Background: an optimization exercise with open tools, aiming at small area, a short achievable clock period and few clock cycles per item. Do not read the settings as production practice.
No functional check of the RTL was part of any run shown here.

File: design/flow/flow/abc_speed.script
&get -n
&st
&dch -f
&nf
&put
topo
stime -c
buffer -c
upsize -c
dnsize -c
File: design/flow/flow/run.sh
#!/bin/bash
# Standard ORFS layout, with the synthesis technology mapping done by the ABC
# script in flow/abc_speed.script (area-oriented mapping, then sizing).
set -euo pipefail
cd "$(dirname "${BASH_SOURCE[0]}")/.."
W=$PWD
rm -rf "$W/scripts_own"
cp -r "$FLOW_HOME/scripts" "$W/scripts_own"
cp "$W/flow/abc_speed.script" "$W/scripts_own/abc_speed.script"
bash standard.sh SCRIPTS_DIR="$W/scripts_own" finish > "$W/standard_flow.log" 2>&1
File: design/flow/config.mk
export PLATFORM = sky130hd
export DESIGN_NAME = aes_dec_core
export DESIGN_NICKNAME = aes_dec_core
export VERILOG_FILES = /design/flow/design.v
export SDC_FILE = /design/flow/constraint.sdc
export NUM_CORES = 4
export LEC_CHECK = 0
export CAP_MARGIN = 20
export CELL_PAD_IN_SITES_DETAIL_PLACEMENT = 1
export CELL_PAD_IN_SITES_GLOBAL_PLACEMENT = 2
export CORE_MARGIN = 2
export CORE_UTILIZATION = 30
export PLACE_DENSITY = 0.5
export SETUP_SLACK_MARGIN = 3.8
export SLEW_MARGIN = 20
File: design/flow/design.v
module aes_dec_core (
    input  logic         clk,
    input  logic         rst,
    input  logic         start,
    input  logic [127:0] key,
    input  logic [127:0] ciphertext,
    input  logic         step_en,
    output logic         busy,
    output logic         done,
    output logic [127:0] plaintext
);
    function automatic logic [1:0] gf4_mul(input logic [1:0] a, input logic [1:0] b);
        logic t;
        t = a[1] & b[1];
        gf4_mul = {t ^ (a[1] & b[0]) ^ (a[0] & b[1]), t ^ (a[0] & b[0])};
    endfunction
    function automatic logic [3:0] gf16_mul(input logic [3:0] a, input logic [3:0] b);
        logic [1:0] t, u;
        t = gf4_mul(a[3:2], b[3:2]);
        u = gf4_mul(a[3:2] ^ a[1:0], b[3:2] ^ b[1:0]);
        gf16_mul = {u ^ gf4_mul(a[1:0], b[1:0]), {t[0] ^ t[1], t[1]} ^ gf4_mul(a[1:0], b[1:0])};
    endfunction
    function automatic logic [3:0] gf16_inv(input logic [3:0] a);
        case (a)
            4'h0: gf16_inv = 4'h0;
            4'h1: gf16_inv = 4'h1;
            4'h2: gf16_inv = 4'h3;
            4'h3: gf16_inv = 4'h2;
            4'h4: gf16_inv = 4'hf;
            4'h5: gf16_inv = 4'hc;
            4'h6: gf16_inv = 4'h9;
            4'h7: gf16_inv = 4'hb;
            4'h8: gf16_inv = 4'ha;
            4'h9: gf16_inv = 4'h6;
            4'ha: gf16_inv = 4'h8;
            4'hb: gf16_inv = 4'h7;
            4'hc: gf16_inv = 4'h5;
            4'hd: gf16_inv = 4'he;
            4'he: gf16_inv = 4'hd;
            4'hf: gf16_inv = 4'h4;
            default: gf16_inv = 4'h0;
        endcase
    endfunction
    function automatic logic [7:0] gf256_inv(input logic [7:0] a);
        logic [3:0] d;
        d = gf16_inv({a[4] ^ a[3], a[5] ^ a[2] ^ a[3], a[5] ^ a[7] ^ a[1] ^ a[2], a[4] ^ a[5] ^ a[6] ^ a[7] ^ a[0] ^ a[1] ^ a[3]} ^ gf16_mul(a[7:4], a[3:0]));
        gf256_inv = {gf16_mul(a[7:4], d), gf16_mul(a[7:4] ^ a[3:0], d)};
    endfunction
    function automatic logic [7:0] inv_sbox_a(input logic [7:0] x);
        inv_sbox_a = gf256_inv({x[1] ^ x[2] ^ x[6] ^ x[7], ~(x[0] ^ x[3]), x[3] ^ x[4] ^ x[5] ^ x[6], ~(x[1] ^ x[2] ^ x[7]), ~(x[5] ^ x[7]), x[1] ^ x[2] ^ x[6], x[2] ^ x[3] ^ x[5] ^ x[6], x[3]});
    endfunction
    function automatic logic [7:0] inv_sbox_b(input logic [7:0] t);
        inv_sbox_b = {t[1] ^ t[2] ^ t[5], t[2] ^ t[3] ^ t[6] ^ t[7], t[1] ^ t[2] ^ t[5] ^ t[7], t[1] ^ t[3] ^ t[4], t[1] ^ t[4] ^ t[6] ^ t[7], t[1] ^ t[4] ^ t[5], t[4] ^ t[6] ^ t[7], t[0] ^ t[1] ^ t[2] ^ t[4]};
    endfunction
    function automatic logic [7:0] sbox_a(input logic [7:0] x);
        sbox_a = gf256_inv({x[5] ^ x[7], x[1] ^ x[2] ^ x[3] ^ x[4] ^ x[5] ^ x[6], x[1] ^ x[4] ^ x[6] ^ x[7], x[2] ^ x[3] ^ x[4] ^ x[6] ^ x[7], x[1] ^ x[2] ^ x[6] ^ x[7], x[3] ^ x[4] ^ x[6], x[1] ^ x[3], x[0] ^ x[1] ^ x[2] ^ x[3] ^ x[7]});
    endfunction
    function automatic logic [7:0] sbox_b(input logic [7:0] t);
        sbox_b = {t[2] ^ t[7], ~(t[4] ^ t[7]), ~(t[2] ^ t[3] ^ t[7]), t[0] ^ t[2] ^ t[3] ^ t[4] ^ t[5], t[0], t[0] ^ t[1] ^ t[2] ^ t[3] ^ t[4], ~(t[0] ^ t[1] ^ t[3] ^ t[7]), ~(t[0] ^ t[6])};
    endfunction
    function automatic logic [7:0] xtime(input logic [7:0] x);
        xtime = {x[6:0], 1'b0} ^ (x[7] ? 8'h1b : 8'h00);
    endfunction
    function automatic logic [7:0] inv_xtime(input logic [7:0] x);
        inv_xtime = x[0] ? {1'b1, x[7:1] ^ 7'h0d} : {1'b0, x[7:1]};
    endfunction
    function automatic logic [31:0] inv_mix_col(input logic [31:0] col);
        logic [7:0] a0, a1, a2, a3, b0, b1, b2, b3, u, v, t;
        a0 = col[31:24];
        a1 = col[23:16];
        a2 = col[15:8];
        a3 = col[7:0];
        u  = xtime(xtime(a0 ^ a2));
        v  = xtime(xtime(a1 ^ a3));
        b0 = a0 ^ u;
        b1 = a1 ^ v;
        b2 = a2 ^ u;
        b3 = a3 ^ v;
        t  = b0 ^ b1 ^ b2 ^ b3;
        inv_mix_col = {b0 ^ t ^ xtime(b0 ^ b1), b1 ^ t ^ xtime(b1 ^ b2),
                       b2 ^ t ^ xtime(b2 ^ b3), b3 ^ t ^ xtime(b3 ^ b0)};
    endfunction
    function automatic logic [127:0] inv_mix(input logic [127:0] s);
        inv_mix = {inv_mix_col(s[127:96]), inv_mix_col(s[95:64]),
                   inv_mix_col(s[63:32]), inv_mix_col(s[31:0])};
    endfunction
    function automatic logic [127:0] round_a(input logic [127:0] s);
        logic [127:0] o;
        logic [3:0]   dst;
        logic [3:0]   src;
        o = '0;
        for (int i = 0; i < 16; i++) begin
            dst = 4'(i);
            src = {dst[3:2] - dst[1:0], dst[1:0]};
            o[127 - 8*i -: 8] = inv_sbox_a(s[127 - 8*int'(src) -: 8]);
        end
        round_a = o;
    endfunction
    function automatic logic [127:0] round_b(input logic [127:0] p);
        logic [127:0] o;
        o = '0;
        for (int i = 0; i < 16; i++) o[127 - 8*i -: 8] = inv_sbox_b(p[127 - 8*i -: 8]);
        round_b = o;
    endfunction
    function automatic logic [31:0] key_a(input logic [31:0] w);
        key_a = {sbox_a(w[23:16]), sbox_a(w[15:8]), sbox_a(w[7:0]), sbox_a(w[31:24])};
    endfunction
    function automatic logic [31:0] key_b(input logic [31:0] m);
        key_b = {sbox_b(m[31:24]), sbox_b(m[23:16]), sbox_b(m[15:8]), sbox_b(m[7:0])};
    endfunction
    logic [127:0] s_r, p_r, ra_r, rb_r;
    logic [31:0]  m_r;
    logic         a_act_r, b_act_r;
    logic [7:0]   a_rc_r, b_rc_r;
    logic [127:0] k10c_r;          
    logic [127:0] k0c_r;           
    logic         kv_r;
    logic [127:0] pt_r;
    logic         busy_r, done_r;
    logic         x_act_r;         
    logic         x_rdy_r;         
    logic [127:0] x_ct_r;
    logic [127:0] x_k_r;
    logic [7:0]   x_rc_r;
    logic [127:0] kdec, z, x_next, ld_src;
    logic [31:0]  x_sub;
    logic         fin, afree, hit, accept, direct, mv, to_x, load;
    assign kdec = {rb_r[127:96] ^ key_b(m_r) ^ {b_rc_r, 24'h0}, rb_r[127:96] ^ rb_r[95:64],
                   rb_r[95:64] ^ rb_r[63:32], rb_r[63:32] ^ rb_r[31:0]};
    assign z    = round_b(p_r) ^ kdec;
    assign fin  = b_act_r && (b_rc_r == 8'h01);
    assign afree = !b_act_r || fin;
    assign x_sub = key_b(key_a(x_k_r[31:0])) ^ {x_rc_r, 24'h0};
    assign x_next = {x_k_r[127:96] ^ x_sub,
                     x_k_r[127:96] ^ x_k_r[95:64] ^ x_sub,
                     x_k_r[127:96] ^ x_k_r[95:64] ^ x_k_r[63:32] ^ x_sub,
                     x_k_r[127:96] ^ x_k_r[95:64] ^ x_k_r[63:32] ^ x_k_r[31:0] ^ x_sub};
    assign hit    = kv_r && (key == k0c_r);
    assign accept = start && !busy_r;
    assign direct = accept && hit && step_en && afree;
    assign to_x   = accept && !direct;
    assign mv     = x_act_r && x_rdy_r && step_en && afree;
    assign load   = direct || mv;
    assign ld_src = mv ? x_ct_r : ciphertext;
    always_ff @(posedge clk) begin
        if (rst) begin
            a_act_r <= 1'b0;
            b_act_r <= 1'b0;
            x_act_r <= 1'b0;
            kv_r    <= 1'b0;
            busy_r  <= 1'b0;
            done_r  <= 1'b0;
        end else begin
            done_r <= step_en && fin;
            if (step_en) begin
                b_act_r <= a_act_r;
                a_act_r <= load || (b_act_r && !fin);
            end
            if (to_x) begin
                x_act_r <= 1'b1;
                kv_r    <= hit;
            end else if (mv) begin
                x_act_r <= 1'b0;
            end else if (x_act_r && !x_rdy_r && step_en && x_rc_r == 8'h36) begin
                kv_r    <= 1'b1;
            end
            busy_r <= to_x || (x_act_r && !mv);
        end
        if (step_en) begin
            p_r    <= round_a(s_r);
            rb_r   <= ra_r;
            m_r    <= key_a(ra_r[31:0] ^ ra_r[63:32]);
            b_rc_r <= a_rc_r;
            if (load) begin
                s_r    <= ld_src ^ k10c_r;
                ra_r   <= k10c_r;
                a_rc_r <= 8'h36;
            end else begin
                s_r    <= inv_mix(z);
                ra_r   <= kdec;
                a_rc_r <= inv_xtime(b_rc_r);
            end
            if (fin) pt_r <= z;
        end
        if (to_x) begin
            x_rdy_r  <= hit;
            x_ct_r   <= ciphertext;
            x_k_r    <= key;
            x_rc_r   <= 8'h01;
            k0c_r    <= key;
        end else if (x_act_r && !x_rdy_r && step_en) begin
            x_k_r  <= x_next;
            x_rc_r <= xtime(x_rc_r);
            if (x_rc_r == 8'h36) begin
                x_rdy_r <= 1'b1;
                k10c_r  <= x_next;
            end
        end
    end
    assign busy      = busy_r;
    assign done      = done_r;
    assign plaintext = pt_r;
endmodule
File: design/flow/standard.sh
#!/bin/bash
# synth_recipe.tcl (not shown) runs the flow's synth.tcl, then flattens the netlist and writes it again
# the make line also repeats each setting of config.mk as NAME=value (left out here)
make -C /OpenROAD-flow-scripts/flow DESIGN_CONFIG=/design/flow/config.mk WORK_HOME=/design/flow/orfs CLKGATE_MAP_FILE= SYNTH_SCRIPT=/design/flow/synth_recipe.tcl "${@:-finish}"
File: design/flow/constraint.sdc
create_clock -name core_clock -period 8.0 [get_ports {clk}]
set_input_delay 1.6000 -clock core_clock [delete_from_list [all_inputs] [get_ports {clk}]]
set_output_delay 1.6000 -clock core_clock [all_outputs]
set_load 0.01 [all_outputs]
==> results of run 1 <==
==> synth_stat cells (all sizes together), types with 28 or more instances <==
library cell  count  area [um2]
xor2           1097        9760
nand2           609        2290
inv             190         713
mux2            175        1980
nor2b            29         181
xnor3           143        3230
edfxtp         1201       36100
ha              237        2970
buf              38         180
mux2i           231        2360
nor2            411        1540
nor4             36         225
clkbuf           84         315
o21ai           209        1060
nand2b           42         263
xor3             28         668
a21oi           242        1210
xnor2          1949       17300
and2             33         206
==> stage by stage <==
step,worst slack (ns),cell area (um2),util,cells
after floorplan,1.88,85200,-,7215
after global placement,1.42,94000,0.336,11294
after detailed placement,1.46,94000,0.336,11294
after CTS,2.31,118000,0.422,12435
after global routing,2.15,128000,0.459,12818
final,2.31,128000,0.459,12818
==> layer usage <==
metal,GRT usage,vias up
li1,-,27794
met1,0.332,30983
met2,0.397,987
met3,0.0205,314
met4,0.0599,0
met5,0,-
==> what timing repair did <==
item / CTS / global route
endpoints found under the setup margin: 1202 / 938
hold buffers: 0 / 0
cloned: 29 / 20
resized for setup: 2225 / 1436
setup buffers: 823 / 358
pin swaps: 726 / 720
==> how the worst max path moves through the flow <==
stage | from | end
after floorplan | key[6] | k10c_r[0]
after global placement | key[90] | x_k_r[120]
after detailed placement | x_k_r[9] | x_k_r[16]
after CTS | x_k_r[6] | x_k_r[76]
after global routing | x_k_r[17] | x_k_r[25]
final | x_k_r[17] | x_k_r[25]
==> area by class of cell <==
| class | count | area (um2) |
|---|---|---|
| fillers | 28215 | 151000 |
| multi-input cells | 5690 | 64700 |
| flip-flops and latches | 1215 | 36300 |
| repair buffers | 1704 | 17000 |
| well taps | 3724 | 4660 |
| clock buffers | 190 | 4180 |
| clock inverters | 99 | 871 |
| inverters | 191 | 787 |
| diodes | 5 | 12.5 |
==> critical path, cell delays in order (launching register included) <==
cell	delay, ns
edfxtp_1	0.40
buf_6	0.14
xnor3_2	0.45
buf_6	0.17
xor2_4	0.23
ha_4	0.21
xor2_4	0.18
xnor2_2	0.15
nor2_1	0.10
or2_4	0.28
ha_4	0.24
mux2_4	0.26
mux2_4	0.32
buf_6	0.14
mux2_4	0.28
mux2_4	0.32
xor2_4	0.20
buf_12	0.14
xnor2_4	0.19
xnor3_2	0.51
xor2_4	0.22
mux2_4	0.30
==> sequential cells by signal (all words and copies together) (netlist names) <==
register / count
a_act_r: 1
a_rc_r: 8
b_act_r: 1
b_rc_r: 8
busy_r: 1
done_r: 1
k0c_r: 128
k10c_r: 128
kv_r: 1
m_r: 32
p_r: 128
pt_r: 128
ra_r: 128
rb_r: 128
s_r: 128
x_act_r: 1
x_ct_r: 128
x_k_r: 128
x_rc_r: 8
x_rdy_r: 1
==> cells by family after synthesis <==
family	Yosys count
buf+inv	313
xor+xnor	3217
simple gates	1230
flops	1215
mux	406
fa+ha+maj	237
compound gates	597
==> impl_metrics.csv, run 1 <==
group,metric,value,unit
drt,routed.top_layer,"met4",
global_routing,grt_first_pass_wirelength,483000,um
sta,clock.fmax,176,MHz
global_routing,grt_usage,0.238,
drt,drt_iter0_markers,3564,
flow_run,max_cap_viol_count,0,
place,io_buffers,389,
place,hpwl,258000,um
global_routing,grt_pass1_vias,62710,
worst_setup_path,cp-start-kind,"flip-flop",
worst_setup_path,r2r_slack,2.31,ns
floorplanning,rows,194,
clocking,root_buffer,"clkbuf_16",
drt,dr.pass1.iters,7,
finish,final_common_cell,"xnor2_1",
global_routing,grt_antenna_before_repair,18,
logic_synthesis,synth-async-reset-ratio,0,
sta,fin_setup_tns,0,ns
sta,drv_slew,0,
hold_path,min_path_cells,0,
sta,slew_headroom,0.231,
sta,period_share,0.711,
finish,nets,9459,
finish,area_growth,52.3,%
sta,worst_pin_slew,1.15,ns
logic_synthesis,synth-simple-area-share,0.0610,
logic_synthesis,syn_area_per_cell,11.7,um2
drt,drc,0,
clocking,htreeDepth,4,
floorplanning,die_area,285000,um2
floorplanning,ios,390,
logic_synthesis,synth_compound_area_frac,0.0402,
worst_setup_path,worstPathMaxFanout,5,
worst_setup_path,rr_endpoint,"x_k_r[25]",
logic_synthesis,yosysWarningCount,1,
finish,layout_common_cells,"xnor2_1, edfxtp_1, buf_4",
worst_setup_path,cp.required,8.62,ns
logic_synthesis,synth_nets,7712,
drt,final_antenna_net_count,0,
sta,hold_slack,0.413,ns
drt,wl_met1,164000,um
drt,wirelength,356000,um
logic_synthesis,synthMuxAreaShare,0.0514,
logic_synthesis,synth.distinct_cells,79,
worst_setup_path,cp-end-kind,"flip-flop",
logic_synthesis,netlist_area,84300,um2
floorplanning,die_x,534,um
clocking,clockBufferDepth,4,
sta,layout_min_cycle_time,5.69,ns
global_routing,grt_overflow,0,
drt,num_vias,60078,
drt,met3WireLength,10300,um
logic_synthesis,seq_area_frac_synth,0.431,
worst_setup_path,reg2regPathDepth,21,
hold_path,hold_path_class,"flip-flop to flip-flop",
worst_setup_path,crit_type,"flip-flop to flip-flop",
clocking,clk_pin_slew,0.06,ns
finish,drive_gt1_frac,0.430,
logic_synthesis,synthFlopType,"edfxtp_1",
floorplanning,initial_core_util,0.302,
drt,wl_per_cell,27.8,um
logic_synthesis,synth-xor-area-share,0.367,
clocking,cts_buffers,160,
drt,dr_wl_met2,172000,um
floorplanning,coreArea,280000,um2
drt,viasPerCell,4.69,
logic_synthesis,synth-edff-count,1201,
logic_synthesis,synth_adder_area_share,0.0352,
sta,setup_viol,0,
place,place_congestion,0.833,
floorplanning,dieHeight,534,um
logic_synthesis,synth_top_family_by_area,"XOR/XNOR gates",
hold_path,hold_end,"rb_r[80]",
sta,rsz0062_at_grt,"yes",
hold_path,worstHoldStart,"ra_r[80]",
logic_synthesis,synth-seq-cells,1215,
run_status,outcome,"timing/DRC/antenna clean",
logic_synthesis,synth_cells,7215,
sta,hold_viol,0,
worst_setup_path,r2r_start,"x_k_r[17]",
global_routing,grt_max_degree,129,
worst_setup_path,cp_data_arrival_time,6.31,ns
clocking,insertion_delay,0.87,ns
sta,finClkSkew,0.0628,ns
clocking,cts_num_sinks,1215,
clocking,cts_tree,"yes",
==> run 2, diff against run 1 <==
--- a/design/flow/config.mk
+++ b/design/flow/config.mk
@@ -11,5 +11,5 @@
 export CORE_MARGIN = 2
 export CORE_UTILIZATION = 30
 export PLACE_DENSITY = 0.5
-export SETUP_SLACK_MARGIN = 3.8
+export SETUP_SLACK_MARGIN = 3.2
 export SLEW_MARGIN = 20
==> run 2 against run 1 <==
Still clean. Register-to-register slack improved by 0.04 ns. Synthesized cell count unchanged. Synthesized area did not move. Sequential cell count unchanged. Core utilization down 5.8 points. Critical path depth is 2 lower. Sequential share of layout area is 4.1 points higher. Fmax up 0.68%. Routed wire length is 7.2% lower. Worst hold slack lost 0.0035 ns. Critical endpoint is now x_k_r[2].
==> impl_metrics.csv, run 2 <==
group,metric,value,unit
run_status,outcome,"timing/DRC/antenna clean",
worst_setup_path,crit_buf_inv,2,
logic_synthesis,yosys.area.top_type,"edfxtp_1",
finish,final_common_cell,"xnor2_1",
logic_synthesis,netlist_area,84300,um2
finish,fill_cells,29365,
place,place_congestion,0.823,
global_routing,grt_antenna_before_repair,33,
finish,area_growth,33.2,%
sta,fin_setup_tns,0,ns
global_routing,met2_usage,0.359,
drt,wirelength,330000,um
finish,drive_gt1_frac,0.242,
logic_synthesis,synthFlopType,"edfxtp_1",
logic_synthesis,synth-edff-count,1201,
sta,worst_pin_slew,1.14,ns
logic_synthesis,synth_top_area_frac,0.428,
floorplanning,die_area,285000,um2
flow_run,max_cap_viol_count,0,
logic_synthesis,synth-async-reset-ratio,0,
drt,num_vias,56696,
floorplanning,die_x,534,um
drt,final_antenna_net_count,0,
worst_setup_path,crit_type,"flip-flop to flip-flop",
global_routing,grt_pass1_vias,58965,
logic_synthesis,synth_area_leaders,"edfxtp_1, xnor2_1, xor2_1",
clocking,cts_num_sinks,1215,
logic_synthesis,synth_nets,7712,
finish,final_area,112000,um2
clocking,ctsHoldBuffers,0,
logic_synthesis,seq_area_frac_synth,0.431,
drt,wl_per_cell,27.0,um
floorplanning,dieHeight,534,um
floorplanning,rows,194,
sta,layout_min_cycle_time,5.65,ns
finish,nets,8870,
worst_setup_path,cp-start-kind,"flip-flop",
worst_setup_path,cp_data_arrival_time,6.24,ns
place,io_buffers,389,
clocking,clk_pin_slew,0.06,ns
global_routing,gr-usage-met3,0.0329,
global_routing,grt_max_degree,130,
drt,dr.pass1.iters,5,
clocking,cts_buffers,161,
clocking,htreeDepth,4,
logic_synthesis,synth.most_common_cell,"xnor2_1",
sta,period_share,0.706,
floorplanning,initial_core_util,0.302,
drt,viasPerCell,4.64,
sta,clock.fmax,177,MHz
drt,drc,0,
floorplanning,ios,390,
sta,setup_viol,0,
clocking,cts_tree,"yes",
clocking,root_buffer,"clkbuf_16",
sta,rsz0062_at_grt,"yes",
logic_synthesis,syn_area_per_cell,11.7,um2
sta,slew_headroom,0.240,
sta,finClkSkew,0.0701,ns
worst_setup_path,cp_cell_sequence,"buf_12 > xor3_2 > buf_12 > xor2_4 > ha_4 > xnor2_2 > xnor2_1 > xnor3_2 > xnor2_4 > ha_4 > mux2_4 > mux2i_4 > mux2_4 > mux2i_4 > xor2_4 > xor3_2 > xnor3_2 > xor2_4 > mux2_4",
logic_synthesis,synth-seq-cells,1215,
worst_setup_path,crit_family,"XOR/XNOR gates",
worst_setup_path,cp-end-kind,"flip-flop",
logic_synthesis,synth_cells,7215,
clocking,insertion_delay,0.87,ns
global_routing,grt_first_pass_wirelength,456000,um
place,place_area,94000,um2
finish,layout_common_cells,"xnor2_1, edfxtp_1, xor2_1",
global_routing,grt_overflow,0,
worst_setup_path,cpPeakStageDelay,0.49,ns
logic_synthesis,synth.distinct_cells,79,
global_routing,busiest_layer,"met2",
worst_setup_path,worstPathMaxFanout,5,
place,hpwl,260000,um
drt,drt_iter0_markers,3387,
logic_synthesis,yosysWarningCount,1,
hold_path,hold_path_class,"flip-flop to flip-flop",
worst_setup_path,cp.required,8.59,ns
worst_setup_path,slowest_stage,"xor3_2",
global_routing,grt_usage,0.225,
logic_synthesis,ys_top_cells_by_count,"xnor2_1, edfxtp_1, xor2_1",
clocking,clockBufferDepth,4,
sta,drv_slew,0,
floorplanning,coreArea,280000,um2
sta,hold_viol,0,
global_routing,grtUsageMet1,0.310,
==> run 2: worst register-to-register path, stage by stage (launching register included) <==
cell and delay [ns]:
edfxtp_1 0.42, buf_12 0.17, xor3_2 0.44, buf_12 0.15, xor2_4 0.15, ha_4 0.18, xnor2_2 0.13, xnor2_1 0.18
xnor3_2 0.32, xnor2_4 0.28, ha_4 0.25, mux2_4 0.29, mux2i_4 0.19, mux2_4 0.34, mux2i_4 0.22, xor2_4 0.21
xor3_2 0.49, xnor3_2 0.49, xor2_4 0.21, mux2_4 0.30
==> run 2: kinds of logic after synthesis <==
group,after synthesis,synth area share
AO/OA/AOI/OAI,597,0.0402
AND/OR/NAND/NOR,1230,0.0610
adder cells (fa/ha/maj),237,0.0352
buffers and inverters,313,0.0144
multiplexers,406,0.0514
XOR/XNOR,3217,0.367
flip-flops,1215,0.431
==> run 2: timing repair <==
action | in CTS | in global routing
resized for setup | 711 | 531
cloned | 8 | 1
setup buffers | 362 | 278
pin swaps | 219 | 270
setup endpoints to repair | 1043 | 486
==> run 2: routing by layer <==
| layer | wire length (um) | share of wire | vias to the layer above |
|---|---|---|---|
| li1 | - | - | 26657 |
| met1 | 151000 | 0.46 | 28611 |
| met2 | 152000 | 0.46 | 1088 |
| met3 | 14500 | 0.044 | 334 |
| met4 | 13000 | 0.039 | 6 |
| met5 | 32 | 0.000097 | - |
==> run 2: area by class of cell <==
| type | count | area, um2 | share of cell area |
|---|---|---|---|
| Multi-Input combinational cell | 5692 | 54800 | 0.488 |
| Sequential cell | 1215 | 36300 | 0.324 |
| Timing Repair Buffer | 1112 | 10700 | 0.0953 |
| Tap cell | 3724 | 4660 | 0.0415 |
| Clock buffer | 214 | 4420 | 0.0393 |
| Inverter | 191 | 736 | 0.00655 |
| Clock inverter | 66 | 626 | 0.00557 |
| Antenna cell | 11 | 27.5 | 0.000245 |
==> run 2: metrics by stage <==
stage / setup slack [ns] / utilization / cells / hold slack, ns
2_1_floorplan: 1.88 / - / 7215 / 0.400
3_3_place_gp: 1.49 / 0.336 / 11283 / 0.400
3_5_place_dp: 1.47 / 0.336 / 11284 / 0.405
4_1_cts: 2.36 / 0.382 / 11934 / 0.412
5_1_grt: 2.20 / 0.402 / 12217 / 0.421
6_report: 2.35 / 0.402 / 12225 / 0.410
==> run 2: path summary, 6_finish.rpt <==
check,start,endpoint,cells after the start,slack [ns]
setup / recovery,x_k_r[25],x_k_r[2],19,2.35
hold / removal,ra_r[73],rb_r[73],0,0.41
setup reg to reg,x_k_r[25],x_k_r[2],19,2.35
hold reg to reg,ra_r[73],rb_r[73],0,0.41

[separate check: timing with driven ports]
In the flow no input, the clock included, has a driving cell. The finished layouts below were timed again as built, in two steps.
Step 1 assumes that a clkbuf_16 drives the clock port and a buf_2 every other input.
Step 2 moves the port delays by t, midway between the first and last clock arrival at a register: inputs arrive t later, outputs are due t later. That takes back most of the time a late clock gives input paths.
a / b / c = ideal / step 1 / step 2; a / b = the first two.
run	t, ns	setup WS [ns]	pins driven straight from the clock port
run 1	0.935	2.310 / 2.310 / 2.310	1
run 2	0.929	2.349 / 2.349 / 2.295	1
After both steps every run listed still meets setup and hold. The setup slack of run 2, which loses most, moves by 0.000 ns with the drivers and by -0.054 ns with both steps.
